What follows belongs to an exercise in optimizing a design on an open flow for small area and few clock cycles; a production flow would make more cautious choices. Only simulation tests tie the RTL to the original design; equivalence was not proved. Power and IR drop assume default switching activity.

$ cat config.mk
export PLATFORM = sky130hd
export DESIGN_NAME = accel_top
export DESIGN_NICKNAME = accel_top
export VERILOG_FILES = /design/flow/design.v
export SDC_FILE = /design/flow/constraint.sdc
export NUM_CORES = 4
export LEC_CHECK = 0
export ABC_AREA = 1
export CAP_MARGIN = 20
export CORE_MARGIN = 2
export CORE_UTILIZATION = 40
export SLEW_MARGIN = 20
$ cat constraint.sdc
create_clock -name core_clock -period 10.0 [get_ports {clk}]
set_input_delay 2.0000 -clock core_clock [delete_from_list [all_inputs] [get_ports {clk}]]
set_output_delay 2.0000 -clock core_clock [all_outputs]
set_load 0.01 [all_outputs]
$ cat design.v
package accel_pkg;
    localparam int DATA_W = 8;
    localparam int ACC_W  = 32;
    localparam int N_ROWS = 4;
    localparam int N_COLS = 4;
    localparam int BUF_DEPTH = 16;
    localparam int BUF_AW    = $clog2(BUF_DEPTH);
    localparam int TX_CREDITS_INIT = 4;
    localparam int RING_LEN = BUF_DEPTH + 1;
    localparam int SUM_W = 20;
    localparam int RUN_LEN = RING_LEN * N_COLS;
    localparam logic [3:0] CMD_CSR_WR   = 4'h0;
    localparam logic [3:0] CMD_CSR_RD   = 4'h1;
    localparam logic [3:0] CMD_BUF_WR_A = 4'h2;
    localparam logic [3:0] CMD_BUF_WR_B = 4'h3;
    localparam logic [3:0] CMD_RD_OUT   = 4'h4;
    localparam logic [3:0] CMD_START    = 4'h5;
    localparam logic [3:0] CMD_ABORT    = 4'h6;
    localparam logic [3:0] CMD_STATUS   = 4'h7;
endpackage
import accel_pkg::*;
module packet_rx (
    input  logic        clk,
    input  logic        rst_n,
    input  logic        i_rx_valid,
    input  logic [7:0]  i_rx_data,
    output logic [7:0]  o_cmd,         
    output logic [3:0]  o_addr,        
    output logic        o_addr_hi0,    
    output logic        o_last,        
    output logic        o_first_start, 
    output logic [31:0] o_word         
);
    logic [2:0]  r_pos;
    logic [23:0] r_stage;
    assign o_last        = i_rx_valid && (r_pos == 3'd6);
    assign o_first_start = i_rx_valid && (r_pos == 3'd0) && (i_rx_data[7:4] == CMD_START);
    assign o_word        = {i_rx_data, r_stage};
    always_ff @(posedge clk) begin
        if (!rst_n) begin
            r_pos <= 3'd0;
        end else if (i_rx_valid) begin
            r_pos <= (r_pos == 3'd6) ? 3'd0 : r_pos + 3'd1;
        end
    end
    always_ff @(posedge clk) begin
        if (i_rx_valid && (r_pos == 3'd0)) o_cmd <= i_rx_data;
        if (i_rx_valid && (r_pos == 3'd1)) begin
            o_addr     <= i_rx_data[3:0];
            o_addr_hi0 <= (i_rx_data[7:4] == 4'd0);
        end
        if (i_rx_valid && (r_pos >= 3'd3) && (r_pos <= 3'd5)) begin
            r_stage <= {i_rx_data, r_stage[23:8]};
        end
    end
endmodule
import accel_pkg::*;
module csr_regs (
    input  logic        clk,
    input  logic        rst_n,
    input  logic        i_wr,         
    input  logic [3:0]  i_addr,
    input  logic        i_addr_hi0,
    input  logic [31:0] i_wdata,
    input  logic        i_run_done,   
    output logic [4:0]  o_k_len,
    output logic [31:0] o_run_count,
    output logic [4:0]  o_rdata,      
    output logic        o_rd_cnt      
);
    logic w_is_k;
    logic w_is_cnt;
    logic w_big;
    logic [32:0] w_carry;
    logic [31:0] w_count_next;
    assign w_carry[0] = i_run_done;
    for (genvar i = 0; i < 32; i++) begin : g_inc
        assign w_count_next[i] = o_run_count[i] ^ w_carry[i];
        assign w_carry[i+1]    = o_run_count[i] & w_carry[i];
    end
    assign w_is_k   = i_addr_hi0 && (i_addr == 4'h0);
    assign w_is_cnt = i_addr_hi0 && (i_addr == 4'h1);
    assign w_big    = (|i_wdata[31:5]) || (i_wdata[4] && (|i_wdata[3:0]));
    always_ff @(posedge clk) begin
        if (!rst_n) begin
            o_k_len     <= 5'd1;
            o_run_count <= '0;
        end else begin
            if (i_wr && w_is_k) begin
                o_k_len <= w_big ? 5'd16 : i_wdata[4:0];
            end
            o_run_count <= w_count_next;
        end
    end
    assign o_rdata  = w_is_k ? o_k_len : 5'd0;
    assign o_rd_cnt = w_is_cnt;
endmodule
import accel_pkg::*;
module operand_buffer (
    input  logic        clk,
    input  logic        rst_n,
    input  logic        i_wr,         
    input  logic        i_wr_b,       
    input  logic [3:0]  i_waddr,
    input  logic [31:0] i_wdata,
    output logic [4:0]  o_phase,      
    output logic        o_pending,    
    output logic [31:0] o_a_row,
    output logic [31:0] o_b_row
);
    localparam int L = RING_LEN;
    logic [31:0] r_a [L];
    logic [31:0] r_b [L];
    logic        r_pend;
    logic        r_pend_b;
    logic [3:0]  r_waddr;
    logic [31:0] r_wdata;
    logic [4:0]  r_phase;
    logic [5:0] w_s0, w_s6, w_s12;
    logic [4:0] w_r0, w_r6, w_r12;
    assign w_s0  = {1'b0, r_phase} + 6'd1;
    assign w_s6  = {1'b0, r_phase} + 6'd7;
    assign w_s12 = {1'b0, r_phase} + 6'd13;
    assign w_r0  = (w_s0  >= 6'd17) ? 5'(w_s0  - 6'd17) : w_s0[4:0];
    assign w_r6  = (w_s6  >= 6'd17) ? 5'(w_s6  - 6'd17) : w_s6[4:0];
    assign w_r12 = (w_s12 >= 6'd17) ? 5'(w_s12 - 6'd17) : w_s12[4:0];
    logic w_ins0, w_ins6, w_ins12;
    assign w_ins0  = r_pend && (w_r0  == {1'b0, r_waddr});
    assign w_ins6  = r_pend && (w_r6  == {1'b0, r_waddr});
    assign w_ins12 = r_pend && (w_r12 == {1'b0, r_waddr});
    always_ff @(posedge clk) begin
        if (!rst_n) begin
            r_phase <= '0;
            r_pend  <= 1'b0;
        end else begin
            r_phase <= (r_phase == 5'(L - 1)) ? 5'd0 : r_phase + 5'd1;
            if (i_wr) begin
                r_pend <= 1'b1;
            end else if (w_ins0 || w_ins6 || w_ins12) begin
                r_pend <= 1'b0;
            end
        end
    end
    always_ff @(posedge clk) begin
        if (i_wr) begin
            r_pend_b <= i_wr_b;
            r_waddr  <= i_waddr;
            r_wdata  <= i_wdata;
        end
    end
    always_ff @(posedge clk) begin
        for (int j = 0; j < L; j++) begin
            if ((j == 0 && w_ins0) || (j == 6 && w_ins6) || (j == 12 && w_ins12)) begin
                r_a[j] <= r_pend_b ? r_a[(j + 1) % L] : r_wdata;
                r_b[j] <= r_pend_b ? r_wdata : r_b[(j + 1) % L];
            end else begin
                r_a[j] <= r_a[(j + 1) % L];
                r_b[j] <= r_b[(j + 1) % L];
            end
        end
    end
    assign o_phase   = r_phase;
    assign o_pending = r_pend;
    assign o_a_row   = r_a[0];
    assign o_b_row   = r_b[0];
endmodule
import accel_pkg::*;
module mac_engine (
    input  logic        clk,
    input  logic        rst_n,
    input  logic        i_start_req,   
    input  logic        i_start,       
    input  logic        i_abort,       
    input  logic        i_wr_pending,  
    input  logic        i_hold_done,   
    input  logic [4:0]  i_k_len,
    input  logic [4:0]  i_phase,       
    input  logic [31:0] i_a_row,
    input  logic [31:0] i_b_row,
    input  logic [3:0]  i_sel,         
    output logic        o_cap,         
    output logic [19:0] o_result,      
    output logic        o_busy,
    output logic        o_done,
    output logic        o_done_set     
);
    localparam int W = SUM_W;
    logic          r_run;       
    logic          r_sent;      
    logic          r_req;       
    logic          r_end;       
    logic [6:0]    r_cnt;
    logic [2:0]    r_clr;       
    logic [1:0]    r_col;       
    logic [W-1:0]  r_acc [4][4];   
    logic          w_start;
    logic          w_last;
    logic          w_below;
    logic [4:0]    w_k_top;
    logic          r_fwd;       
    logic          w_row_en;
    logic [7:0]    w_b;
    logic [W-1:0]  w_sum [4];
    assign w_start  = (r_req || i_start_req) && !r_run && !r_end && !i_wr_pending;
    assign w_below  = (i_phase < i_k_len) || (i_phase == 5'd0);
    assign w_row_en = r_run && w_below;
    assign w_k_top  = (i_k_len == 5'd0) ? 5'd0 : i_k_len - 5'd1;
    assign w_last   = r_run && ((r_cnt == 7'(RUN_LEN - 1)) ||
                                (r_fwd && (r_cnt >= 7'(RUN_LEN - RING_LEN)) && (i_phase == w_k_top)));
    assign w_b      = w_row_en ? i_b_row[8*r_col +: 8] : 8'd0;
    for (genvar r = 0; r < 4; r++) begin : g_mac
        mac_unit u_mac (
            .a(i_a_row[8*r +: 8]), .b(w_b),
            .c((r_clr != 3'd0) ? W'(0) : r_acc[r][3]),
            .y(w_sum[r])
        );
    end
    always_ff @(posedge clk) begin
        if (!rst_n) begin
            r_run  <= 1'b0;
            r_sent <= 1'b0;
            r_req  <= 1'b0;
            r_end  <= 1'b0;
            r_cnt  <= '0;
            r_fwd  <= 1'b0;
            r_clr  <= 3'd4;
            r_col  <= '0;
            o_done <= 1'b0;
        end else begin
            r_col  <= r_col + 2'd1;
            o_done <= 1'b0;
            if (r_clr != 3'd0) r_clr <= r_clr - 3'd1;
            if (r_run) r_cnt <= r_cnt + 7'd1;
            if (r_run && (r_cnt == 7'd0)) r_fwd <= (i_phase == 5'd0) || !w_below;
            if (i_start) r_sent <= 1'b1;
            if (i_abort) begin
                r_run  <= 1'b0;
                r_end  <= 1'b0;
                r_sent <= 1'b0;
                r_req  <= 1'b0;
                r_clr  <= 3'd4;
            end else begin
                if (i_start_req) r_req <= 1'b1;
                if (w_start) begin
                    r_req <= 1'b0;
                    r_run <= 1'b1;
                    r_cnt <= '0;
                    r_clr <= 3'd4;
                end else if (w_last || r_end) begin
                    r_run <= 1'b0;
                    if (i_hold_done) begin
                        r_end <= 1'b1;
                    end else begin
                        r_end  <= 1'b0;
                        r_sent <= 1'b0;
                        o_done <= 1'b1;
                    end
                end
            end
        end
    end
    always_ff @(posedge clk) begin
        for (int r = 0; r < 4; r++) begin
            r_acc[r][0] <= w_sum[r];
            r_acc[r][1] <= r_acc[r][0];
            r_acc[r][2] <= r_acc[r][1];
            r_acc[r][3] <= r_acc[r][2];
        end
    end
    assign o_done_set = (w_last || r_end) && !i_abort && !i_hold_done;
    assign o_busy     = r_sent;
    assign o_cap      = (r_col == i_sel[1:0]);
    assign o_result   = r_acc[i_sel[3:2]][3];
endmodule
module mac_unit (
    input  logic [7:0]   a,
    input  logic [7:0]   b,
    input  logic [19:0]  c,
    output logic [19:0]  y
);
    wire n1 = (a[0] & b[0]);
    wire n2 = (a[0] & b[1]);
    wire n3 = (a[1] & b[0]);
    wire n4 = (a[0] & b[2]);
    wire n5 = (a[1] & b[1]);
    wire n6 = (a[2] & b[0]);
    wire n7 = (a[0] & b[3]);
    wire n8 = (a[1] & b[2]);
    wire n9 = (a[2] & b[1]);
    wire n10 = (a[3] & b[0]);
    wire n11 = (a[0] & b[4]);
    wire n12 = (a[1] & b[3]);
    wire n13 = (a[2] & b[2]);
    wire n14 = (a[3] & b[1]);
    wire n15 = (a[4] & b[0]);
    wire n16 = (a[0] & b[5]);
    wire n17 = (a[1] & b[4]);
    wire n18 = (a[2] & b[3]);
    wire n19 = (a[3] & b[2]);
    wire n20 = (a[4] & b[1]);
    wire n21 = (a[5] & b[0]);
    wire n22 = (a[0] & b[6]);
    wire n23 = (a[1] & b[5]);
    wire n24 = (a[2] & b[4]);
    wire n25 = (a[3] & b[3]);
    wire n26 = (a[4] & b[2]);
    wire n27 = (a[5] & b[1]);
    wire n28 = (a[6] & b[0]);
    wire n29 = ~(a[0] & b[7]);
    wire n30 = (a[1] & b[6]);
    wire n31 = (a[2] & b[5]);
    wire n32 = (a[3] & b[4]);
    wire n33 = (a[4] & b[3]);
    wire n34 = (a[5] & b[2]);
    wire n35 = (a[6] & b[1]);
    wire n36 = ~(a[7] & b[0]);
    wire n37 = ~(a[1] & b[7]);
    wire n38 = (a[2] & b[6]);
    wire n39 = (a[3] & b[5]);
    wire n40 = (a[4] & b[4]);
    wire n41 = (a[5] & b[3]);
    wire n42 = (a[6] & b[2]);
    wire n43 = ~(a[7] & b[1]);
    wire n44 = ~(a[2] & b[7]);
    wire n45 = (a[3] & b[6]);
    wire n46 = (a[4] & b[5]);
    wire n47 = (a[5] & b[4]);
    wire n48 = (a[6] & b[3]);
    wire n49 = ~(a[7] & b[2]);
    wire n50 = ~(a[3] & b[7]);
    wire n51 = (a[4] & b[6]);
    wire n52 = (a[5] & b[5]);
    wire n53 = (a[6] & b[4]);
    wire n54 = ~(a[7] & b[3]);
    wire n55 = ~(a[4] & b[7]);
    wire n56 = (a[5] & b[6]);
    wire n57 = (a[6] & b[5]);
    wire n58 = ~(a[7] & b[4]);
    wire n59 = ~(a[5] & b[7]);
    wire n60 = (a[6] & b[6]);
    wire n61 = ~(a[7] & b[5]);
    wire n62 = ~(a[6] & b[7]);
    wire n63 = ~(a[7] & b[6]);
    wire n64 = (a[7] & b[7]);
    wire n65 = n16 ^ n17;
    wire n66 = n16 & n17;
    wire n67 = n22 ^ n23 ^ n24;
    wire n68 = (n22 & n23) | (n22 & n24) | (n23 & n24);
    wire n69 = n25 ^ n26;
    wire n70 = n25 & n26;
    wire n71 = n29 ^ n30 ^ n31;
    wire n72 = (n29 & n30) | (n29 & n31) | (n30 & n31);
    wire n73 = n32 ^ n33 ^ n34;
    wire n74 = (n32 & n33) | (n32 & n34) | (n33 & n34);
    wire n75 = n35 ^ n36;
    wire n76 = n35 & n36;
    wire n77 = n37 ^ n38 ^ n39;
    wire n78 = (n37 & n38) | (n37 & n39) | (n38 & n39);
    wire n79 = n40 ^ n41 ^ n42;
    wire n80 = (n40 & n41) | (n40 & n42) | (n41 & n42);
    wire n81 = n43 ^ 1'b1 ^ c[8];
    wire n82 = (n43 & 1'b1) | (n43 & c[8]) | (1'b1 & c[8]);
    wire n83 = n44 ^ n45 ^ n46;
    wire n84 = (n44 & n45) | (n44 & n46) | (n45 & n46);
    wire n85 = n47 ^ n48 ^ n49;
    wire n86 = (n47 & n48) | (n47 & n49) | (n48 & n49);
    wire n87 = n50 ^ n51 ^ n52;
    wire n88 = (n50 & n51) | (n50 & n52) | (n51 & n52);
    wire n89 = n7 ^ n8;
    wire n90 = n7 & n8;
    wire n91 = n11 ^ n12 ^ n13;
    wire n92 = (n11 & n12) | (n11 & n13) | (n12 & n13);
    wire n93 = n14 ^ n15;
    wire n94 = n14 & n15;
    wire n95 = n65 ^ n18 ^ n19;
    wire n96 = (n65 & n18) | (n65 & n19) | (n18 & n19);
    wire n97 = n20 ^ n21 ^ c[5];
    wire n98 = (n20 & n21) | (n20 & c[5]) | (n21 & c[5]);
    wire n99 = n66 ^ n67 ^ n69;
    wire n100 = (n66 & n67) | (n66 & n69) | (n67 & n69);
    wire n101 = n27 ^ n28 ^ c[6];
    wire n102 = (n27 & n28) | (n27 & c[6]) | (n28 & c[6]);
    wire n103 = n68 ^ n70 ^ n71;
    wire n104 = (n68 & n70) | (n68 & n71) | (n70 & n71);
    wire n105 = n73 ^ n75 ^ c[7];
    wire n106 = (n73 & n75) | (n73 & c[7]) | (n75 & c[7]);
    wire n107 = n72 ^ n74 ^ n76;
    wire n108 = (n72 & n74) | (n72 & n76) | (n74 & n76);
    wire n109 = n77 ^ n79 ^ n81;
    wire n110 = (n77 & n79) | (n77 & n81) | (n79 & n81);
    wire n111 = n78 ^ n80 ^ n82;
    wire n112 = (n78 & n80) | (n78 & n82) | (n80 & n82);
    wire n113 = n83 ^ n85 ^ c[9];
    wire n114 = (n83 & n85) | (n83 & c[9]) | (n85 & c[9]);
    wire n115 = n84 ^ n86 ^ n87;
    wire n116 = (n84 & n86) | (n84 & n87) | (n86 & n87);
    wire n117 = n53 ^ n54 ^ c[10];
    wire n118 = (n53 & n54) | (n53 & c[10]) | (n54 & c[10]);
    wire n119 = n88 ^ n55 ^ n56;
    wire n120 = (n88 & n55) | (n88 & n56) | (n55 & n56);
    wire n121 = n57 ^ n58 ^ c[11];
    wire n122 = (n57 & n58) | (n57 & c[11]) | (n58 & c[11]);
    wire n123 = n59 ^ n60 ^ n61;
    wire n124 = (n59 & n60) | (n59 & n61) | (n60 & n61);
    wire n125 = n4 ^ n5;
    wire n126 = n4 & n5;
    wire n127 = n89 ^ n9 ^ n10;
    wire n128 = (n89 & n9) | (n89 & n10) | (n9 & n10);
    wire n129 = n90 ^ n91 ^ n93;
    wire n130 = (n90 & n91) | (n90 & n93) | (n91 & n93);
    wire n131 = n92 ^ n94 ^ n95;
    wire n132 = (n92 & n94) | (n92 & n95) | (n94 & n95);
    wire n133 = n96 ^ n98 ^ n99;
    wire n134 = (n96 & n98) | (n96 & n99) | (n98 & n99);
    wire n135 = n100 ^ n102 ^ n103;
    wire n136 = (n100 & n102) | (n100 & n103) | (n102 & n103);
    wire n137 = n104 ^ n106 ^ n107;
    wire n138 = (n104 & n106) | (n104 & n107) | (n106 & n107);
    wire n139 = n108 ^ n110 ^ n111;
    wire n140 = (n108 & n110) | (n108 & n111) | (n110 & n111);
    wire n141 = n112 ^ n114 ^ n115;
    wire n142 = (n112 & n114) | (n112 & n115) | (n114 & n115);
    wire n143 = n116 ^ n118 ^ n119;
    wire n144 = (n116 & n118) | (n116 & n119) | (n118 & n119);
    wire n145 = n120 ^ n122 ^ n123;
    wire n146 = (n120 & n122) | (n120 & n123) | (n122 & n123);
    wire n147 = n124 ^ n62 ^ n63;
    wire n148 = (n124 & n62) | (n124 & n63) | (n62 & n63);
    wire n149 = n2 ^ n3;
    wire n150 = n2 & n3;
    wire n151 = n125 ^ n6 ^ c[2];
    wire n152 = (n125 & n6) | (n125 & c[2]) | (n6 & c[2]);
    wire n153 = n126 ^ n127 ^ c[3];
    wire n154 = (n126 & n127) | (n126 & c[3]) | (n127 & c[3]);
    wire n155 = n128 ^ n129 ^ c[4];
    wire n156 = (n128 & n129) | (n128 & c[4]) | (n129 & c[4]);
    wire n157 = n130 ^ n131 ^ n97;
    wire n158 = (n130 & n131) | (n130 & n97) | (n131 & n97);
    wire n159 = n132 ^ n133 ^ n101;
    wire n160 = (n132 & n133) | (n132 & n101) | (n133 & n101);
    wire n161 = n134 ^ n135 ^ n105;
    wire n162 = (n134 & n135) | (n134 & n105) | (n135 & n105);
    wire n163 = n136 ^ n137 ^ n109;
    wire n164 = (n136 & n137) | (n136 & n109) | (n137 & n109);
    wire n165 = n138 ^ n139 ^ n113;
    wire n166 = (n138 & n139) | (n138 & n113) | (n139 & n113);
    wire n167 = n140 ^ n141 ^ n117;
    wire n168 = (n140 & n141) | (n140 & n117) | (n141 & n117);
    wire n169 = n142 ^ n143 ^ n121;
    wire n170 = (n142 & n143) | (n142 & n121) | (n143 & n121);
    wire n171 = n144 ^ n145 ^ c[12];
    wire n172 = (n144 & n145) | (n144 & c[12]) | (n145 & c[12]);
    wire n173 = n146 ^ n147 ^ c[13];
    wire n174 = (n146 & n147) | (n146 & c[13]) | (n147 & c[13]);
    wire n175 = n148 ^ n64 ^ c[14];
    wire n176 = (n148 & n64) | (n148 & c[14]) | (n64 & c[14]);
    wire n177 = 1'b1 ^ c[15];
    wire n178 = 1'b1 & c[15];
    wire n179 = 1'b1 ^ c[16];
    wire n180 = 1'b1 & c[16];
    wire n181 = 1'b1 ^ c[17];
    wire n182 = 1'b1 & c[17];
    wire n183 = 1'b1 ^ c[18];
    wire n184 = 1'b1 & c[18];
    wire n185 = 1'b1 ^ c[19];
    wire n186 = 1'b1 & c[19];
    wire n187 = n1 ^ c[0];
    wire n188 = n1 & c[0];
    wire n189 = n149 ^ c[1] ^ n188;
    wire n190 = (n149 & c[1]) | (n149 & n188) | (c[1] & n188);
    wire n191 = n150 ^ n151 ^ n190;
    wire n192 = (n150 & n151) | (n150 & n190) | (n151 & n190);
    wire n193 = n152 ^ n153 ^ n192;
    wire n194 = (n152 & n153) | (n152 & n192) | (n153 & n192);
    wire n195 = n154 ^ n155 ^ n194;
    wire n196 = (n154 & n155) | (n154 & n194) | (n155 & n194);
    wire n197 = n156 ^ n157 ^ n196;
    wire n198 = (n156 & n157) | (n156 & n196) | (n157 & n196);
    wire n199 = n158 ^ n159 ^ n198;
    wire n200 = (n158 & n159) | (n158 & n198) | (n159 & n198);
    wire n201 = n160 ^ n161 ^ n200;
    wire n202 = (n160 & n161) | (n160 & n200) | (n161 & n200);
    wire n203 = n162 ^ n163 ^ n202;
    wire n204 = (n162 & n163) | (n162 & n202) | (n163 & n202);
    wire n205 = n164 ^ n165 ^ n204;
    wire n206 = (n164 & n165) | (n164 & n204) | (n165 & n204);
    wire n207 = n166 ^ n167 ^ n206;
    wire n208 = (n166 & n167) | (n166 & n206) | (n167 & n206);
    wire n209 = n168 ^ n169 ^ n208;
    wire n210 = (n168 & n169) | (n168 & n208) | (n169 & n208);
    wire n211 = n170 ^ n171 ^ n210;
    wire n212 = (n170 & n171) | (n170 & n210) | (n171 & n210);
    wire n213 = n172 ^ n173 ^ n212;
    wire n214 = (n172 & n173) | (n172 & n212) | (n173 & n212);
    wire n215 = n174 ^ n175 ^ n214;
    wire n216 = (n174 & n175) | (n174 & n214) | (n175 & n214);
    wire n217 = n176 ^ n177 ^ n216;
    wire n218 = (n176 & n177) | (n176 & n216) | (n177 & n216);
    wire n219 = n178 ^ n179 ^ n218;
    wire n220 = (n178 & n179) | (n178 & n218) | (n179 & n218);
    wire n221 = n180 ^ n181 ^ n220;
    wire n222 = (n180 & n181) | (n180 & n220) | (n181 & n220);
    wire n223 = n182 ^ n183 ^ n222;
    wire n224 = (n182 & n183) | (n182 & n222) | (n183 & n222);
    wire n225 = n184 ^ n185 ^ n224;
    wire n226 = (n184 & n185) | (n184 & n224) | (n185 & n224);
    assign y[0] = n187;
    assign y[1] = n189;
    assign y[2] = n191;
    assign y[3] = n193;
    assign y[4] = n195;
    assign y[5] = n197;
    assign y[6] = n199;
    assign y[7] = n201;
    assign y[8] = n203;
    assign y[9] = n205;
    assign y[10] = n207;
    assign y[11] = n209;
    assign y[12] = n211;
    assign y[13] = n213;
    assign y[14] = n215;
    assign y[15] = n217;
    assign y[16] = n219;
    assign y[17] = n221;
    assign y[18] = n223;
    assign y[19] = n225;
endmodule
import accel_pkg::*;
module resp_tx (
    input  logic        clk,
    input  logic        rst_n,
    input  logic        i_req,        
    input  logic        i_req_rd,     
    input  logic [7:0]  i_cmd,
    input  logic [3:0]  i_sel,        
    input  logic [4:0]  i_word,       
    input  logic        i_word_cnt,   
    input  logic [31:0] i_count,
    input  logic        i_cap,        
    input  logic [19:0] i_result,
    input  logic        i_tx_credit,
    output logic [3:0]  o_sel,        
    output logic        o_hold_count,
    output logic        o_tx_valid,
    output logic [7:0]  o_tx_data
);
    logic        r_active;
    logic        r_wait;      
    logic [2:0]  r_idx;
    logic [3:0]  r_credits;
    logic [7:0]  r_cmd;
    logic [3:0]  r_sel;
    logic [19:0] r_word;
    logic        r_cnt;       
    logic        w_send;
    logic        w_take;
    assign o_sel      = i_req ? i_sel : r_sel;
    assign w_take     = (i_req && i_req_rd) || r_wait;
    assign o_tx_valid = r_active && (r_credits != 4'd0) && ((r_idx == 3'd0) || !r_wait);
    assign w_send     = o_tx_valid;
    assign o_hold_count = r_active && r_cnt;
    always_comb begin
        case (r_idx)
            3'd0:    o_tx_data = r_cmd;
            3'd1:    o_tx_data = r_cnt ? i_count[7:0]   : r_word[7:0];
            3'd2:    o_tx_data = r_cnt ? i_count[15:8]  : r_word[15:8];
            3'd3:    o_tx_data = r_cnt ? i_count[23:16] : {{4{r_word[19]}}, r_word[19:16]};
            default: o_tx_data = r_cnt ? i_count[31:24] : {8{r_word[19]}};
        endcase
    end
    always_ff @(posedge clk) begin
        if (!rst_n) begin
            r_active  <= 1'b0;
            r_cnt     <= 1'b0;
            r_wait    <= 1'b0;
            r_idx     <= '0;
            r_credits <= 4'(TX_CREDITS_INIT);
        end else begin
            if (i_req) begin
                r_active <= 1'b1;
                r_idx    <= '0;
                r_cnt    <= !i_req_rd && i_word_cnt;
                r_wait   <= i_req_rd && !i_cap;
            end else begin
                if (r_wait && i_cap) r_wait <= 1'b0;
                if (w_send) begin
                    r_idx <= r_idx + 3'd1;
                    if (r_idx == 3'd4) r_active <= 1'b0;
                end
            end
            r_credits <= r_credits + {3'd0, i_tx_credit} - {3'd0, w_send};
        end
    end
    always_ff @(posedge clk) begin
        if (i_req) begin
            r_cmd <= i_cmd;
            r_sel <= i_sel;
        end
        if (i_req && !i_req_rd) begin
            r_word <= {15'd0, i_word};
        end else if (w_take && i_cap) begin
            r_word <= i_result;
        end
    end
endmodule
import accel_pkg::*;
module accel_top #(
    parameter int N_ROWS          = accel_pkg::N_ROWS,
    parameter int N_COLS          = accel_pkg::N_COLS,
    parameter int BUF_AW          = accel_pkg::BUF_AW,
    parameter int TX_CREDITS_INIT = accel_pkg::TX_CREDITS_INIT
) (
    input  logic       clk,
    input  logic       rst_n,
    input  logic       i_rx_valid,
    input  logic [7:0] i_rx_data,
    output logic       o_tx_valid,
    output logic [7:0] o_tx_data,
    input  logic       i_tx_credit,
    output logic       o_busy,
    output logic       o_done
);
    logic [7:0]  cmd;
    logic [3:0]  addr;
    logic        addr_hi0;
    logic        last;
    logic        first_start;
    logic [31:0] word;
    logic [3:0]  typ;
    logic [4:0]  k_len;
    logic [31:0] run_count;
    logic [4:0]  csr_rdata;
    logic        csr_rd_cnt;
    logic        hold_count;
    logic [4:0]  phase;
    logic        wr_pending;
    logic [31:0] a_row;
    logic [31:0] b_row;
    logic [3:0]  sel;
    logic        cap;
    logic [19:0] result;
    logic        done_set;
    logic        req;
    logic        req_rd;
    logic [4:0]  req_word;
    logic        req_cnt;
    assign typ = cmd[7:4];
    packet_rx u_rx (
        .clk(clk), .rst_n(rst_n),
        .i_rx_valid(i_rx_valid), .i_rx_data(i_rx_data),
        .o_cmd(cmd), .o_addr(addr), .o_addr_hi0(addr_hi0),
        .o_last(last), .o_first_start(first_start), .o_word(word)
    );
    csr_regs u_csr (
        .clk(clk), .rst_n(rst_n),
        .i_wr(last && (typ == CMD_CSR_WR)), .i_addr(addr), .i_addr_hi0(addr_hi0),
        .i_wdata(word), .i_run_done(done_set),
        .o_k_len(k_len), .o_run_count(run_count), .o_rdata(csr_rdata),
        .o_rd_cnt(csr_rd_cnt)
    );
    operand_buffer u_buf (
        .clk(clk), .rst_n(rst_n),
        .i_wr(last && ((typ == CMD_BUF_WR_A) || (typ == CMD_BUF_WR_B))),
        .i_wr_b(typ[0]), .i_waddr(addr), .i_wdata(word),
        .o_phase(phase), .o_pending(wr_pending),
        .o_a_row(a_row), .o_b_row(b_row)
    );
    mac_engine u_mac (
        .clk(clk), .rst_n(rst_n),
        .i_start_req(first_start),
        .i_start(last && (typ == CMD_START)),
        .i_abort(last && (typ == CMD_ABORT)),
        .i_wr_pending(wr_pending), .i_hold_done(hold_count), .i_k_len(k_len), .i_phase(phase),
        .i_a_row(a_row), .i_b_row(b_row), .i_sel(sel),
        .o_cap(cap), .o_result(result),
        .o_busy(o_busy), .o_done(o_done), .o_done_set(done_set)
    );
    assign req      = last && ((typ == CMD_CSR_RD) || (typ == CMD_RD_OUT) || (typ == CMD_STATUS));
    assign req_rd   = (typ == CMD_RD_OUT);
    assign req_word = (typ == CMD_STATUS) ? {4'd0, o_busy} : csr_rdata;
    assign req_cnt  = (typ == CMD_CSR_RD) && csr_rd_cnt;
    resp_tx u_tx (
        .clk(clk), .rst_n(rst_n),
        .i_req(req), .i_req_rd(req_rd), .i_cmd(cmd), .i_sel(addr),
        .i_word(req_word), .i_word_cnt(req_cnt), .i_count(run_count),
        .i_cap(cap), .i_result(result), .o_hold_count(hold_count),
        .i_tx_credit(i_tx_credit), .o_sel(sel),
        .o_tx_valid(o_tx_valid), .o_tx_data(o_tx_data)
    );
endmodule
$ cat flow/run.sh
#!/bin/bash
set -euo pipefail
export CTS_ARGS="-sink_clustering_enable -repair_clock_nets -dont_use_dummy_load -buf_list sky130_fd_sc_hd__clkbuf_8 -sink_clustering_size 20 -sink_clustering_max_diameter 50"
bash standard.sh > standard.log 2>&1
$ cat standard.sh
#!/bin/bash
# synth_recipe.tcl (not shown) runs the flow's synth.tcl, then flattens the netlist and writes it again
# the make line also repeats each setting of config.mk as NAME=value (left out here)
make -C /OpenROAD-flow-scripts/flow DESIGN_CONFIG=/design/flow/config.mk WORK_HOME=/design/flow/orfs CLKGATE_MAP_FILE= SYNTH_SCRIPT=/design/flow/synth_recipe.tcl "${@:-finish}"
==> results of run 1 <==
-- layer usage --
| layer | part of all wire, % | vias up | global-route usage [%] | wire (um) |
|---|---|---|---|---|
| met4 | 2.1 | 2 | 3.75 | 2050 |
| met2 | 45 | 510 | 24.6 | 42900 |
| met1 | 49 | 12600 | 22.8 | 46900 |
| met3 | 4.4 | 144 | 2.69 | 4270 |
| li1 | - | 12600 | - | - |
| met5 | 0.011 | - | 0 | 11 |
-- critical path, delay by kind of cell (launching register included) --
kind	cells	cell delay (ns)
fa+ha+maj	19	7.14
flops	1	0.42
buf+inv	5	0.76
compound gates	3	0.43
simple gates	4	0.58
-- layout make-up --
type,count,area [um^2],area share [%]
diodes,2,5.00,0.00962
clock buffers,108,1490,2.86
inverters,513,1930,3.70
multi-input cells,1836,13400,25.7
flip-flops and latches,1588,32700,62.8
well taps,1612,2020,3.88
repair buffers,70,581,1.12
-- placed cells by master (no fill, tap or decap), drive strengths merged, types with 6 or more instances in the layout --
cell type	n
inv	508
clkbuf	108
nand4	21
xor2	12
a21oi	57
o2111ai	11
ha	100
o22ai	8
nor3	12
xnor2	6
clkdlybuf4s50	22
nor4	8
dfxtp	1501
edfxtp	87
fa	265
o31ai	65
nand2	543
nor2	323
buf	48
o21ai	324
nand3	56
-- kinds of logic (layout without fill, tap and decap cells) --
| kind of cell | after synthesis | after routing | synth area share [%] |
|---|---|---|---|
| and+or+nand+nor | 969 | 969 | 8.04 |
| other | 0 | 2 | 0 |
| buffers and inverters | 643 | 691 | 5.30 |
| DFF | 1588 | 1588 | 67.3 |
| adders and majority gates | 365 | 365 | 13.5 |
| xor gates and xnor gates | 18 | 18 | 0.325 |
| AOI/OAI and AO/OA | 484 | 484 | 5.59 |
-- state kept, by name, indices dropped and copies added (netlist names), 2 cells and up --
| signal | count |
|---|---|
| u_buf.r_phase | 5 |
| u_tx.r_idx | 3 |
| u_csr.o_k_len | 5 |
| u_mac.r_col | 2 |
| u_tx.r_word | 20 |
| u_tx.r_sel | 4 |
| u_buf.r_a | 544 |
| u_buf.r_b | 544 |
| u_mac.r_clr | 3 |
| u_buf.r_wdata | 32 |
| u_rx.r_stage | 24 |
| u_buf.r_waddr | 4 |
| u_mac.r_cnt | 7 |
| u_tx.r_cmd | 8 |
| u_mac.r_acc | 320 |
| u_csr.o_run_count | 32 |
| u_rx.o_cmd | 8 |
| u_rx.r_pos | 3 |
| u_rx.o_addr | 4 |
| u_tx.r_credits | 4 |
-- stage by stage --
stage / worst slack, ns / instances
after detailed placement: 0.447 / 5619
after global placement: 0.623 / 5619
final: 0.506 / 5729
after CTS: 0.449 / 5727
after floorplan: 1.24 / 4067
after global routing: 0.121 / 5729
-- power breakdown --
part,switching [mW],internal [mW]
registers,0.0246,6.42
logic,0.172,0.0645
clock network,1.79,0.964
-- worst min-delay path by stage --
stage,endpoint,cells after the start
global placement,u_buf.r_a[2][15],0
CTS,u_mac.r_acc[10][5],0
detailed placement,u_buf.r_a[8][1],0
global route,u_buf.r_a[4][5],0
finish,u_mac.r_acc[10][5],0
floorplan,u_buf.r_a[10][0],0
==> reports/results.ini, run 1 <==
[outcome]
outcome=complete, no violations

[power_and_ir_drop]
ir_worst_vdd_v=0.000119
power_density_mw_per_mm2=181
total_power_mw=9.44
leakage_nw=21.2

[cells_and_area]
syn2layout_area_growth_pct=7.16
finish.utilization_pct=43.3
nNetsFinal=4494
fin_area_mm2=0.0520
fill_cells=11200
drive_above_1_share_pct=4.76

[worst_setup_path]
required_ns=10.68
crit_end=u_mac.r_acc[0][18]
startpoint_type=register
worstSetupPathType=reg -> reg
cp-end-kind=register
cpMaxStageDelayCell=fa_1
reg2reg_to=u_mac.r_acc[0][18]
rrSetupSlack_ns=0.51
slowest_delay_ns=0.56
cp_max_fo=10
startpoint=u_csr.o_k_len[4]
reg2reg_depth=31
rr_startpoint=u_csr.o_k_len[4]
worst_ep_arrival_time_ns=10.17
crit_top_cell=fa_1

[sta]
final.period_utilization_pct=94.9
setup_viol=0
tightest_slew_ns=1.02
timing.hold.ws_ns=0.247
fmax_mhz=105
finClkSkew_ns=0.155
rsz0062_at_grt=no
finalHoldViolCount=0
drv_slew=0
slew_headroom_pct=31.9
layout_min_cycle_time_ns=9.49
tns_ns=0

[synthesis]
ys.flop_type=dfxtp_1
synth_area_leader_cell=dfxtp_1
synth_seq_area_share_pct=67.3
synth_most_common_cell=dfxtp_1
syn-cell-area_mm2=0.0486
synth.area.top_cells=dfxtp_1 62%, fa_1 11%, edfxtp_1 5.4%, nand2_1 4.1%, inv_1 3.9%
ys_seq_elements=1588
syn_nets=4444
synth_edf_count=87
synthCells=4067
ys_top_cells_by_count=1,501 x dfxtp_1, 531 x nand2_1, 504 x inv_1
ys_warn_count=10
synth_top_area_share_pct=61.9
synthArstFlopShare_pct=0
syn_area_per_cell_um2=11.9
synthDistinctLibCells=46

[floorplan]
row_count=127
initial_core_util_pct=40.4
core_area_mm2=0.120
die_x_um=352
dieHeight_um=352
io_pins=23
die_area_mm2=0.124

[clock_network]
cts_tree=built
cts_hold_buf=0
cts_buffers=108
cts_root_buf=clkbuf_8
htreeDepth=3
cts.sinks=1588
ctsLongestPathBuffers=3
clk_pin_slew_ns=0.11
clk_latency_ns=0.83
post_cts_resized=0
cts_setup_buffers=0

[global_routing]
grt_pass1_vias=25900
grt_overflow=0
grtUsageTotal_pct=15.7
grt_first_pass_wirelength_um=152000
grt_start_max_net_pins=87
antenna_found_initial=3

[detailed_routing]
via_count=25800
drtIter0Drc=1924
dr.pass1.iters=8
detail_route.vias_per_cell=4.51
drc=0
final_antenna_net_count=0
drt-wirelength-per-cell_um=16.8
finalWirelength_um=96100

[placed_design]
dpl.hpwl_um=66500
gp_congestion=0.854
io_buffers=22
place_area_mm2=0.0506

[job]
maxCapViolCount=0

[hold_path]
hp-class=reg -> reg
worstHoldStart=u_mac.r_acc[9][5]

Testbench counts, summed over its fixed seeds: cycles 45,586.
==> inputs of run 2 (changes only) <==
==> flow/run.sh (replaced) <==
#!/bin/bash
set -euo pipefail
export CTS_ARGS="-sink_clustering_enable -repair_clock_nets -dont_use_dummy_load -buf_list sky130_fd_sc_hd__clkbuf_4 -sink_clustering_size 12 -sink_clustering_max_diameter 30"
bash standard.sh > standard.log 2>&1
==> reports/results.ini, run 2 <==
[sta]
tns_ns=0  ; unchanged
slew_headroom_pct=31.1  ; was 31.9%
finClkSkew_ns=0.212  ; was 0.155 ns
layout_min_cycle_time_ns=9.45  ; was 9.49 ns
setup_viol=0  ; unchanged
final.period_utilization_pct=94.5  ; was 94.9%
fmax_mhz=106  ; was 105 MHz
drv_slew=0  ; unchanged
rsz0062_at_grt=no  ; unchanged
tightest_slew_ns=1.03  ; was 1.02 ns
finalHoldViolCount=0  ; unchanged
setup_ws_ns=0.552  ; was 0.506 ns

[clock_network]
cts_tree=built  ; unchanged
htreeDepth=4  ; was 3
cts_setup_buffers=0  ; unchanged
post_cts_resized=0  ; unchanged
cts.sinks=1588  ; unchanged
clk_pin_slew_ns=0.11  ; about the same
cts_buffers=210  ; was 108
cts_root_buf=clkbuf_4  ; was clkbuf_8
cts_hold_buf=0  ; unchanged
clk_latency_ns=1.18  ; was 0.83 ns
ctsLongestPathBuffers=3  ; unchanged

[cells_and_area]
ff_latch_area_mm2=0.0327  ; unchanged
drive_above_1_share_pct=7.07  ; was 4.76%
multi_input_area_mm2=0.0134  ; unchanged
syn2layout_area_growth_pct=7.39  ; was 7.16%
finish.utilization_pct=43.4  ; was 43.3%
reg_top3=u_buf.r_a: 544 flops, u_buf.r_b: 544 flops, u_mac.r_acc: 320 flops  ; unchanged
nNetsFinal=4596  ; was 4,494
fill_cells=11300  ; was 11,200
layout_common_cells=1,501 x dfxtp_1, 529 x nand2_1, 503 x inv_1  ; unchanged
final_common_cell=dfxtp_1  ; unchanged

[global_routing]
grt_pass1_vias=26700  ; was 25,900
antenna_found_initial=3  ; unchanged
grt_start_max_net_pins=87  ; unchanged
grt_overflow=0  ; unchanged
grtUsageTotal_pct=16.0  ; was 15.7%
grt_first_pass_wirelength_um=154000  ; was 152,000 um

[worst_setup_path]
crit_top_cell=fa_1  ; unchanged
cpMaxStageDelayCell=fa_1  ; unchanged
startpoint_type=register  ; unchanged
cp_max_fo=10  ; unchanged
cp_num_buf_inv=4  ; was 5
required_ns=11.05  ; was 10.68 ns
cpLargestDelayFamily=adder cells  ; unchanged
worst_ep_arrival_time_ns=10.50  ; was 10.17 ns
cp-end-kind=register  ; unchanged
worstSetupPathType=reg -> reg  ; unchanged
slowest_delay_ns=0.56  ; about the same

[detailed_routing]
drtIter0Drc=1772  ; was 1,924
via_count=26500  ; was 25,800
drt-wirelength-per-cell_um=16.6  ; was 16.8 um
drc=0  ; unchanged
dr.pass1.iters=6  ; was 8
finalWirelength_um=97000  ; was 96,100 um
detail_route.vias_per_cell=4.54  ; was 4.51
final_antenna_net_count=0  ; unchanged

[job]
maxCapViolCount=0  ; unchanged

[floorplan]
core_area_mm2=0.120  ; unchanged
die_area_mm2=0.124  ; unchanged
dieHeight_um=352  ; unchanged
initial_core_util_pct=40.4  ; unchanged
io_pins=23  ; unchanged
row_count=127  ; unchanged
die_x_um=352  ; unchanged

[synthesis]
synth_area_leader_cell=dfxtp_1  ; unchanged
synth_seq_area_share_pct=67.3  ; unchanged
synth.area.top_cells=dfxtp_1 62%, fa_1 11%, edfxtp_1 5.4%, nand2_1 4.1%, inv_1 3.9%  ; unchanged
syn-cell-area_mm2=0.0486  ; unchanged
synthArstFlopShare_pct=0  ; unchanged
synth_edf_count=87  ; unchanged
ys_warn_count=10  ; unchanged
synthCells=4067  ; unchanged
synth_top_area_share_pct=61.9  ; unchanged
synthDistinctLibCells=46  ; unchanged
synth_most_common_cell=dfxtp_1  ; unchanged
ys_top_cells_by_count=1,501 x dfxtp_1, 531 x nand2_1, 504 x inv_1  ; unchanged
syn_area_per_cell_um2=11.9  ; unchanged
ys.flop_type=dfxtp_1  ; unchanged
ys_seq_elements=1588  ; unchanged
syn_nets=4444  ; unchanged

[placed_design]
io_buffers=22  ; unchanged
dpl.hpwl_um=66500  ; unchanged
place_ws_ns=0.447  ; unchanged
gp_congestion=0.854  ; unchanged

[outcome]
outcome=complete, no violations  ; unchanged

[hold_path]
hp-class=reg -> reg  ; unchanged

[power_and_ir_drop]
power_density_mw_per_mm2=182  ; was 181 mW/mm^2
leakage_nw=21.4  ; was 21.2 nW
ir_worst_vdd_v=0.000121  ; was 0.000119 V

==> run 2: cell counts after synthesis <==
No cell type changed its count.
==> run 2: routing by layer <==
| metal | GRT usage (%) | wire length [um] | vias up |
|---|---|---|---|
| met5 | 0 | 13 | - |
| met4 | 4.85 | 1780 | 2 |
| met3 | 3.27 | 5430 | 152 |
| met2 | 24.6 | 43400 | 647 |
| met1 | 22.8 | 46300 | 12800 |
| li1 | - | - | 12900 |
==> run 2: cell type report <==
class,count,area share [%]
Antenna cell,11,0.0528
Clock buffer,210,3.02
Inverter,513,3.69
Multi-Input combinational cell,1836,25.6
Sequential cell,1588,62.6
Tap cell,1612,3.87
Timing Repair Buffer,70,1.11
==> run 2: cell families after synthesis <==
family,synth area share (%)
simple gates,8.04
buf+inv,5.30
flops,67.3
compound gates,5.59
xor+xnor,0.325
fa+ha+maj,13.5
==> run 2: per-stage QoR <==
stage               total power [mW]  instances  instance area (um^2)  hold slack, ns
floorplan                       6.74       4067                 48600           0.310
global placement                6.83       5619                 50600           0.310
detailed placement              6.83       5619                 50600           0.312
CTS                             9.62       5829                 52100           0.159
global route                    9.91       5838                 52200           0.171
finish                          9.50       5840                 52200           0.174
==> run 2: path summary, 6_finish.rpt <==
check | start | endpoint | slack [ns] | cells after the start
worst max-delay path | u_buf.r_phase[2] | u_mac.r_acc[0][18] | 0.55 | 30
worst min-delay path | u_buf.r_a[10][12] | u_buf.r_a[9][12] | 0.17 | 0
worst max register to register | u_buf.r_phase[2] | u_mac.r_acc[0][18] | 0.55 | 30
worst min register to register | u_buf.r_a[10][12] | u_buf.r_a[9][12] | 0.17 | 0
==> run 2: power by group <==
group          total [mW]  switching (mW)  internal [mW]
clock network        2.81            1.85          0.956
logic               0.237           0.172         0.0645
registers            6.45          0.0246           6.42
total                9.50            2.05           7.45
==> inputs of run 3 (changes only) <==
--- a/design.v
+++ b/design.v
@@ -175,2 +175,3 @@
     input  logic        i_hold_done,   
+    input  logic        i_cap_wait,    
     input  logic [4:0]  i_k_len,
@@ -197,2 +198,4 @@
     logic          w_last;
+    logic          w_pre;
+    logic [4:0]    w_k_pre;
     logic          w_below;
@@ -203,3 +206,3 @@
     logic [W-1:0]  w_sum [4];
-    assign w_start  = (r_req || i_start_req) && !r_run && !r_end && !i_wr_pending;
+    assign w_start  = (r_req || i_start_req) && !r_run && !r_end && !i_wr_pending && !i_cap_wait;
     assign w_below  = (i_phase < i_k_len) || (i_phase == 5'd0);
@@ -209,2 +212,6 @@
                                 (r_fwd && (r_cnt >= 7'(RUN_LEN - RING_LEN)) && (i_phase == w_k_top)));
+    assign w_k_pre  = (w_k_top == 5'd0) ? 5'(RING_LEN - 1) : w_k_top - 5'd1;
+    assign w_pre    = r_run && !w_last &&
+                      ((r_cnt == 7'(RUN_LEN - 2)) ||
+                       (r_fwd && (r_cnt >= 7'(RUN_LEN - RING_LEN - 1)) && (i_phase == w_k_pre)));
     assign w_b      = w_row_en ? i_b_row[8*r_col +: 8] : 8'd0;
@@ -244,3 +251,3 @@
                 if (w_start) begin
-                    r_req <= 1'b0;
+                    r_req <= r_req && i_start_req;
                     r_run <= 1'b1;
@@ -248,10 +255,12 @@
                     r_clr <= 3'd4;
-                end else if (w_last || r_end) begin
-                    r_run <= 1'b0;
-                    if (i_hold_done) begin
-                        r_end <= 1'b1;
-                    end else begin
-                        r_end  <= 1'b0;
-                        r_sent <= 1'b0;
-                        o_done <= 1'b1;
+                end else begin
+                    if (w_last) r_run <= 1'b0;
+                    if (w_pre || r_end) begin
+                        if (i_hold_done) begin
+                            r_end <= 1'b1;
+                        end else begin
+                            r_end  <= 1'b0;
+                            r_sent <= 1'b0;
+                            o_done <= 1'b1;
+                        end
                     end
@@ -269,6 +278,6 @@
     end
-    assign o_done_set = (w_last || r_end) && !i_abort && !i_hold_done;
+    assign o_done_set = (w_pre || r_end) && !i_abort && !i_hold_done;
     assign o_busy     = r_sent;
-    assign o_cap      = (r_col == i_sel[1:0]);
-    assign o_result   = r_acc[i_sel[3:2]][3];
+    assign o_cap      = (r_col == i_sel[1:0] + 2'd1);
+    assign o_result   = r_acc[i_sel[3:2]][0];
 endmodule
@@ -543,2 +552,3 @@
     output logic        o_hold_count,
+    output logic        o_cap_wait,   
     output logic        o_tx_valid,
@@ -561,2 +571,3 @@
     assign o_hold_count = r_active && r_cnt;
+    assign o_cap_wait   = r_wait;
     always_comb begin
@@ -634,2 +645,3 @@
     logic        hold_count;
+    logic        cap_wait;
     logic [4:0]  phase;
@@ -672,3 +684,3 @@
         .i_abort(last && (typ == CMD_ABORT)),
-        .i_wr_pending(wr_pending), .i_hold_done(hold_count), .i_k_len(k_len), .i_phase(phase),
+        .i_wr_pending(wr_pending), .i_hold_done(hold_count), .i_cap_wait(cap_wait), .i_k_len(k_len), .i_phase(phase),
         .i_a_row(a_row), .i_b_row(b_row), .i_sel(sel),
@@ -685,3 +697,3 @@
         .i_word(req_word), .i_word_cnt(req_cnt), .i_count(run_count),
-        .i_cap(cap), .i_result(result), .o_hold_count(hold_count),
+        .i_cap(cap), .i_result(result), .o_hold_count(hold_count), .o_cap_wait(cap_wait),
         .i_tx_credit(i_tx_credit), .o_sel(sel),
==> flow/run.sh (replaced) <==
#!/bin/bash
set -euo pipefail
export CTS_ARGS="-sink_clustering_enable -repair_clock_nets -dont_use_dummy_load -buf_list sky130_fd_sc_hd__clkbuf_8 -sink_clustering_size 20 -sink_clustering_max_diameter 50"
bash standard.sh > standard.log 2>&1
--- a/config.mk
+++ b/config.mk
@@ -11,2 +11,3 @@
 export CORE_UTILIZATION = 40
+export GPL_TIMING_DRIVEN = 0
 export SLEW_MARGIN = 20
==> reports/results.ini, run 3 <==
[outcome]
outcome=complete, no violations  ; unchanged

[synthesis]
ys.flop_type=dfxtp_1  ; unchanged
synthDistinctLibCells=46  ; unchanged
synthCells=4073  ; was 4,067
ys_warn_count=10  ; unchanged
synthAdderAreaFrac_pct=13.4  ; was 13.5%
synth_top_area_share_pct=62.0  ; was 61.9%
synth_top_family_by_area=adder cells  ; unchanged
synth.area.top_cells=dfxtp_1 62%, fa_1 11%, edfxtp_1 5.4%, nand2_1 4.1%, inv_1 3.8%  ; was dfxtp_1 62%, fa_1 11%, edfxtp_1 5.4%, nand2_1 4.1%, inv_1 3.9%
synth_seq_area_share_pct=67.4  ; was 67.3%
syn_area_per_cell_um2=11.9  ; about the same
synth_compound_area_share_pct=5.70  ; was 5.59%
synthArstFlopShare_pct=0  ; unchanged
ys_seq_elements=1588  ; unchanged
syn_nets=4444  ; unchanged
ys_top_cells_by_count=1,501 x dfxtp_1, 529 x nand2_1, 485 x inv_1  ; was 1,501 x dfxtp_1, 531 x nand2_1, 504 x inv_1
syn-cell-area_mm2=0.0485  ; was 0.0486 mm^2
synth_most_common_cell=dfxtp_1  ; unchanged
synth_area_leader_cell=dfxtp_1  ; unchanged
yosys.area_share.xor_xnor_pct=0.361  ; was 0.325%
synth_edf_count=87  ; unchanged
synthSimpleGateAreaFrac_pct=8.04  ; about the same
synthMuxAreaShare_pct=0  ; unchanged

[clock_network]
cts_root_buf=clkbuf_8  ; was clkbuf_4
clk_pin_slew_ns=0.11  ; about the same
clk_latency_ns=0.82  ; was 1.18 ns
ctsLongestPathBuffers=3  ; unchanged
cts_tree=built  ; unchanged
cts_buffers=112  ; was 210
htreeDepth=3  ; was 4
cts.sinks=1588  ; unchanged

[worst_setup_path]
required_ns=10.75  ; was 11.05 ns
cp-end-kind=register  ; unchanged
crit_top_cell=fa_1  ; unchanged
slowest_delay_ns=0.56  ; about the same
worst_ep_arrival_time_ns=10.46  ; was 10.50 ns
rrSetupSlack_ns=0.29  ; was 0.55 ns
worstSetupPathType=reg -> reg  ; unchanged
reg2reg_to=u_mac.r_acc[12][18]  ; was u_mac.r_acc[0][18]
reg2reg_depth=28  ; was 30
rr_startpoint=u_mac.r_col[0]  ; was u_buf.r_phase[2]
cpMaxStageDelayCell=inv_1  ; was fa_1
startpoint_type=register  ; unchanged
cp_max_fo=12  ; was 10

[floorplan]
row_count=127  ; unchanged
core_area_mm2=0.120  ; unchanged
die_x_um=352  ; about the same
die_area_mm2=0.124  ; about the same
initial_core_util_pct=40.4  ; about the same
io_pins=23  ; unchanged
dieHeight_um=352  ; about the same

[cells_and_area]
syn2layout_area_growth_pct=8.10  ; was 7.39%
nNetsFinal=4582  ; was 4,596
final_common_cell=dfxtp_1  ; unchanged
fin_area_mm2=0.0524  ; was 0.0522 mm^2
drive_above_1_share_pct=5.37  ; was 7.07%
layout_common_cells=1,500 x dfxtp_1, 526 x nand2_1, 483 x inv_1  ; was 1,501 x dfxtp_1, 529 x nand2_1, 503 x inv_1
reg_top3=u_buf.r_a: 544 flops, u_buf.r_b: 544 flops, u_mac.r_acc: 320 flops  ; unchanged
finish.utilization_pct=43.6  ; was 43.4%

[detailed_routing]
final_antenna_net_count=0  ; unchanged
drc=0  ; unchanged
met1_length_um=49700  ; was 46,300 um
dr_wl_met2_um=47800  ; was 43,400 um
finalWirelength_um=108000  ; was 97,000 um
drt-wirelength-per-cell_um=18.5  ; was 16.6 um
highest_layer=met5  ; unchanged
detail_route.vias_per_cell=4.59  ; was 4.54
via_count=26700  ; was 26,500
met3_length_um=5240  ; was 5430 um
drtIter0Drc=2079  ; was 1,772
dr.pass1.iters=5  ; was 6

[sta]
final.period_utilization_pct=97.1  ; was 94.5%
finalHoldViolCount=0  ; unchanged
fmax_mhz=103  ; was 106 MHz
setup_viol=0  ; unchanged
timing.hold.ws_ns=0.253  ; was 0.174 ns
layout_min_cycle_time_ns=9.71  ; was 9.45 ns
finClkSkew_ns=0.105  ; was 0.212 ns
rsz0062_at_grt=no  ; unchanged
tightest_slew_ns=1.03  ; about the same
drv_slew=0  ; unchanged
slew_headroom_pct=31.1  ; about the same

[job]
maxCapViolCount=0  ; unchanged

[hold_path]
hold_depth=0  ; unchanged
hold_path_end=u_buf.r_a[4][29]  ; was u_buf.r_a[9][12]
hp-class=reg -> reg  ; unchanged
worstHoldStart=u_buf.r_a[5][29]  ; was u_buf.r_a[10][12]

[placed_design]
dpl.hpwl_um=79500  ; was 66,500 um
gp_congestion=0.864  ; was 0.854
place_area_mm2=0.0508  ; was 0.0506 mm^2
io_buffers=21  ; was 22

[global_routing]
grt_overflow=0  ; unchanged
antenna_found_initial=9  ; was 3
grtUsageTotal_pct=17.5  ; was 16.0%
grt_start_max_net_pins=25  ; was 87
grt_first_pass_wirelength_um=164000  ; was 154,000 um
grt_pass1_vias=26900  ; was 26,700

[power_and_ir_drop]
ir_worst_vdd_v=0.000162  ; was 0.000121 V
total_power_mw=9.51  ; was 9.50 mW
leakage_nw=21.2  ; was 21.4 nW
power_density_mw_per_mm2=181  ; was 182 mW/mm^2

-- run 3: cell types whose count changed in the layout (fill, tap and decap cells not counted), moves of 27 or more --
cell	delta
clkbuf_4	-202
clkbuf_8	+112
o21ai_1	+89
o31ai_1	-64
clkbuf_1	+46
buf_4	-41
buf_2	+27
nor2_1	-27
-- run 3: cells by family after synthesis --
kind of cell / count (synthesis)
AOI/OAI and AO/OA: 527
xor gates and xnor gates: 20
adders and majority gates: 359
buffers and inverters: 619
DFF: 1588
and+or+nand+nor: 960
-- run 3: through the flow --
stage	TNS, ns	instances	setup slack (ns)
final	0	5826	0.292
after global routing	0	5826	0.00253
after CTS	0	5820	0.0425
after detailed placement	-2.25	5711	-0.347
after global placement	-2.00	5706	-0.321
after floorplan	0	4073	1.19
-- run 3: repair_timing --
item / in CTS / in global routing
pin swaps: 0 / 1
endpoints found under the setup margin: 12 / 11
gates resized for setup: 14 / 32
hold buffers: 0 / 0
gates cloned: 0 / 0
buffers inserted: 0 / 1
-- run 3: how the worst max path moves through the flow --
| stage | end | slack, ns | from |
|---|---|---|---|
| after floorplan | u_mac.r_acc[4][18] | 1.19 | u_csr.o_k_len[4] |
| after global placement | u_mac.r_acc[12][18] | -0.32 | u_mac.r_col[0] |
| after detailed placement | u_mac.r_acc[4][18] | -0.35 | u_mac.r_col[0] |
| after CTS | u_mac.r_acc[4][18] | 0.04 | u_mac.r_col[1] |
| after global routing | u_mac.r_acc[12][18] | 0.003 | u_mac.r_col[0] |
| final | u_mac.r_acc[12][18] | 0.29 | u_mac.r_col[0] |
-- run 3: area by class of cell --
class / instances / area [um^2]
antenna: 5 / 12.5
tap: 1612 / 2020
buffer: 121 / 662
inverter: 495 / 1870
clock buffer: 112 / 1540
timing repair buffer: 27 / 292
multi-input combinational: 1866 / 13300
fill: 11300 / 67700
sequential: 1588 / 32700
-- run 3: critical path: cells and delay by family (launching register included) --
family                     cells  cell delay, ns
adders and majority gates     17            6.92
buffers and inverters          7            1.50
AOI/OAI and AO/OA              2            0.56
and+or+nand+nor                2            0.39
DFF                            1            0.30
-- run 3: power by group --
part           switching (mW)  internal (mW)
Combinational           0.189         0.0625
Clock                    1.82          0.998
Sequential             0.0214           6.42
-- run 3: routing by layer --
metal / track usage [%] / up-vias
met4: 7.72 / 12
met5: 0 / -
met3: 3.01 / 229
met1: 23.8 / 13000
li1: - / 12800
met2: 27.4 / 625
Testbench counts of run 3, summed over its fixed seeds: cycles 45,483.
==> inputs of run 4 (changes only) <==
--- a/config.mk
+++ b/config.mk
@@ -11,3 +11,2 @@
 export CORE_UTILIZATION = 40
-export GPL_TIMING_DRIVEN = 0
 export SLEW_MARGIN = 20
==> reports/results.ini, run 4 <==
[clock_network]
cts_buffers=118  ; was 112
cts_root_buf=clkbuf_8  ; unchanged
ctsLongestPathBuffers=3  ; unchanged
cts_tree=built  ; unchanged
htreeDepth=3  ; unchanged
cts_setup_buffers=0  ; unchanged
cts.sinks=1588  ; unchanged
clk_latency_ns=0.82  ; about the same
cts_hold_buf=0  ; unchanged
clk_pin_slew_ns=0.10  ; was 0.11 ns
post_cts_resized=0  ; was 14

[worst_setup_path]
cp_max_fo=10  ; was 12
worst_ep_arrival_time_ns=10.09  ; was 10.46 ns
cpMaxStageDelayCell=fa_1  ; was inv_1
startpoint=u_csr.o_k_len[2]  ; was u_mac.r_col[0]
required_ns=10.65  ; was 10.75 ns
crit_top_cell=fa_1  ; unchanged
cp-end-kind=register  ; unchanged
rr_startpoint=u_csr.o_k_len[2]  ; was u_mac.r_col[0]
startpoint_type=register  ; unchanged
worstSetupPathType=reg -> reg  ; unchanged
slowest_delay_ns=0.56  ; about the same

[sta]
fmax_mhz=106  ; was 103 MHz
finalHoldViolCount=0  ; unchanged
setup_viol=0  ; unchanged
rsz0062_at_grt=no  ; unchanged
final.period_utilization_pct=94.4  ; was 97.1%
tightest_slew_ns=1.05  ; was 1.03 ns
slew_headroom_pct=30.0  ; was 31.1%
layout_min_cycle_time_ns=9.44  ; was 9.71 ns
tns_ns=0  ; unchanged
finClkSkew_ns=0.135  ; was 0.105 ns
drv_slew=0  ; unchanged

[detailed_routing]
detail_route.vias_per_cell=4.57  ; was 4.59
finalWirelength_um=100000  ; was 108,000 um
final_antenna_net_count=0  ; unchanged
dr.pass1.iters=5  ; unchanged
via_count=26300  ; was 26,700
drt-wirelength-per-cell_um=17.4  ; was 18.5 um
drtIter0Drc=1860  ; was 2,079
drc=0  ; unchanged

[cells_and_area]
nNetsFinal=4505  ; was 4,582
drive_above_1_share_pct=4.99  ; was 5.37%
final_common_cell=dfxtp_1  ; unchanged
syn2layout_area_growth_pct=7.44  ; was 8.10%
fill_cells=11300  ; about the same
layout_common_cells=1,501 x dfxtp_1, 527 x nand2_1, 483 x inv_1  ; was 1,500 x dfxtp_1, 526 x nand2_1, 483 x inv_1
finish.utilization_pct=43.4  ; was 43.6%
reg_top3=u_buf.r_a: 544 flops, u_buf.r_b: 544 flops, u_mac.r_acc: 320 flops  ; unchanged

[synthesis]
yosys.area_share.xor_xnor_pct=0.361  ; unchanged
synth_top_area_share_pct=62.0  ; unchanged
synthMuxAreaShare_pct=0  ; unchanged
syn-cell-area_mm2=0.0485  ; unchanged
synth_compound_area_share_pct=5.70  ; unchanged
ys_warn_count=10  ; unchanged
synthDistinctLibCells=46  ; unchanged
synthSimpleGateAreaFrac_pct=8.04  ; unchanged
synth.area.top_cells=dfxtp_1 62%, fa_1 11%, edfxtp_1 5.4%, nand2_1 4.1%, inv_1 3.8%  ; unchanged
synth_area_leader_cell=dfxtp_1  ; unchanged
synthArstFlopShare_pct=0  ; unchanged
synth_edf_count=87  ; unchanged
synth_seq_area_share_pct=67.4  ; unchanged
synthAdderAreaFrac_pct=13.4  ; unchanged
synthCells=4073  ; unchanged
synth_top_family_by_area=adder cells  ; unchanged
ys_top_cells_by_count=1,501 x dfxtp_1, 529 x nand2_1, 485 x inv_1  ; unchanged
syn_area_per_cell_um2=11.9  ; unchanged
ys.flop_type=dfxtp_1  ; unchanged
syn_nets=4444  ; unchanged
synth_most_common_cell=dfxtp_1  ; unchanged
ys_seq_elements=1588  ; unchanged

[global_routing]
grt_overflow=0  ; unchanged
met2_usage_pct=25.0  ; was 27.4%
grtUsageTotal_pct=16.3  ; was 17.5%
antenna_found_initial=7  ; was 9
grt_pass1_vias=26500  ; was 26,900
globalRouteMet1Util_pct=22.5  ; was 23.8%
grt_use_met3_pct=3.52  ; was 3.01%
grt_first_pass_wirelength_um=155000  ; was 164,000 um
grt_start_max_net_pins=85  ; was 25
grt-busiest-layer=met2  ; unchanged

[placed_design]
gp_congestion=0.905  ; was 0.864
io_buffers=22  ; was 21
dpl.hpwl_um=69300  ; was 79,500 um

[floorplan]
row_count=127  ; unchanged
dieHeight_um=352  ; unchanged
die_x_um=352  ; unchanged
core_area_mm2=0.120  ; unchanged
io_pins=23  ; unchanged
die_area_mm2=0.124  ; unchanged
initial_core_util_pct=40.4  ; unchanged

[outcome]
outcome=complete, no violations  ; unchanged

[hold_path]
hp-class=reg -> reg  ; unchanged
worstHoldStart=u_mac.r_acc[1][7]  ; was u_buf.r_a[5][29]

[power_and_ir_drop]
leakage_nw=21.1  ; was 21.2 nW
power_density_mw_per_mm2=183  ; was 181 mW/mm^2
ir_worst_vdd_v=0.000119  ; was 0.000162 V

[job]
maxCapViolCount=0  ; unchanged

## run 4: layout make-up
class                   count  area [um^2]  share of cell area, %
diodes                      5         12.5                 0.0240
repair buffers             65          543                   1.04
well taps                1612         2020                   3.87
clock buffers             118         1620                   3.12
multi-input cells        1866        13400                   25.6
inverters                 495         1870                   3.59
flip-flops and latches   1588        32700                   62.7
## run 4: final timing paths
| path | end | cells after the start | slack, ns |
|---|---|---|---|
| worst max register to register | u_mac.r_acc[4][18] | 31 | 0.56 |
| worst min-delay path | u_mac.r_acc[2][7] | 0 | 0.23 |
| worst max-delay path | u_mac.r_acc[4][18] | 31 | 0.56 |
| worst min register to register | u_mac.r_acc[2][7] | 0 | 0.23 |
## run 4: logic make-up after synthesis
logic type,Yosys count
compound gates,527
simple gates,960
xor+xnor,20
flops,1588
buf+inv,619
fa+ha+maj,359
## run 4: power by group
part           internal, mW  switching, mW  total [mW]  leakage (nW)
Combinational        0.0641          0.174       0.238          7.42
Sequential             6.42         0.0204        6.44          12.9
Clock                  1.05           1.82        2.87         0.848
## run 4: critical path, delay by kind of cell, from the launching register on
kind                     cells  cell delay, ns
adder cells (fa/ha/maj)     19            7.25
flip-flops                   1            0.42
buffers and inverters        4            0.53
AND/OR/NAND/NOR              5            0.80
AO/OA/AOI/OAI                3            0.32
## run 4: routing by layer
metal  wire (um)  part of all wire (%)  vias up
li1            -                     -    12700
met2       43700                    44      620
met4        3540                   3.5        0
met5           0                     0        -
met1       47300                    47    12800
met3        5720                   5.7      205
## run 4: stage by stage
| stage | power (mW) | worst slack, ns | area (um^2) | cells | hold WS (ns) |
|---|---|---|---|---|---|
| global route | 9.90 | 0.0612 | 52100 | 5749 | 0.234 |
| finish | 9.54 | 0.564 | 52100 | 5749 | 0.232 |
| floorplan | 6.72 | 1.19 | 48500 | 4073 | 0.310 |
| CTS | 9.65 | 0.459 | 52100 | 5744 | 0.229 |
| detailed placement | 6.82 | 0.529 | 50400 | 5626 | 0.312 |
| global placement | 6.82 | 0.651 | 50400 | 5626 | 0.310 |

[what the ideal ports hide]
In the flow no input, the clock included, has a driving cell. The finished layouts below were timed again as built, in two steps. Step 1 (the two cells are an assumption about what drives the block):
set clk [get_ports {clk}]
set_driving_cell -lib_cell sky130_fd_sc_hd__clkbuf_16 $clk
set_driving_cell -lib_cell sky130_fd_sc_hd__buf_2 [delete_from_list [all_inputs] $clk]
Step 2 moves the port delays by t, midway between the first and last clock arrival at a register: inputs arrive t later, outputs are due t later. That takes back most of the time a late clock gives input paths. a / b / c = ideal ports / drivers / drivers and shift; a / b = the first two.
| run | shift t [ns] | slack for setup (ns) | hold slack, ns | worst data-port slew with drivers (ns) | cell pins on the clock port's net |
|---|---|---|---|---|---|
| run 1 | 0.821 | 0.506 / 0.506 / 0.506 | 0.247 / 0.247 / 0.247 | 0.11 | 1 |
| run 2 | 1.149 | 0.552 / 0.552 / 0.552 | 0.174 / 0.174 / 0.174 | 0.10 | 1 |
| run 3 | 0.842 | 0.292 / 0.292 / 0.291 | 0.253 / 0.253 / 0.253 | 0.13 | 1 |
| run 4 | 0.817 | 0.564 / 0.564 / 0.564 | 0.232 / 0.232 / 0.232 | 0.09 | 1 |
After both steps setup and hold are still met in every run listed. The setup slack of run 3, which loses most, moves by 0.000 ns with the drivers and by -0.001 ns with both steps.
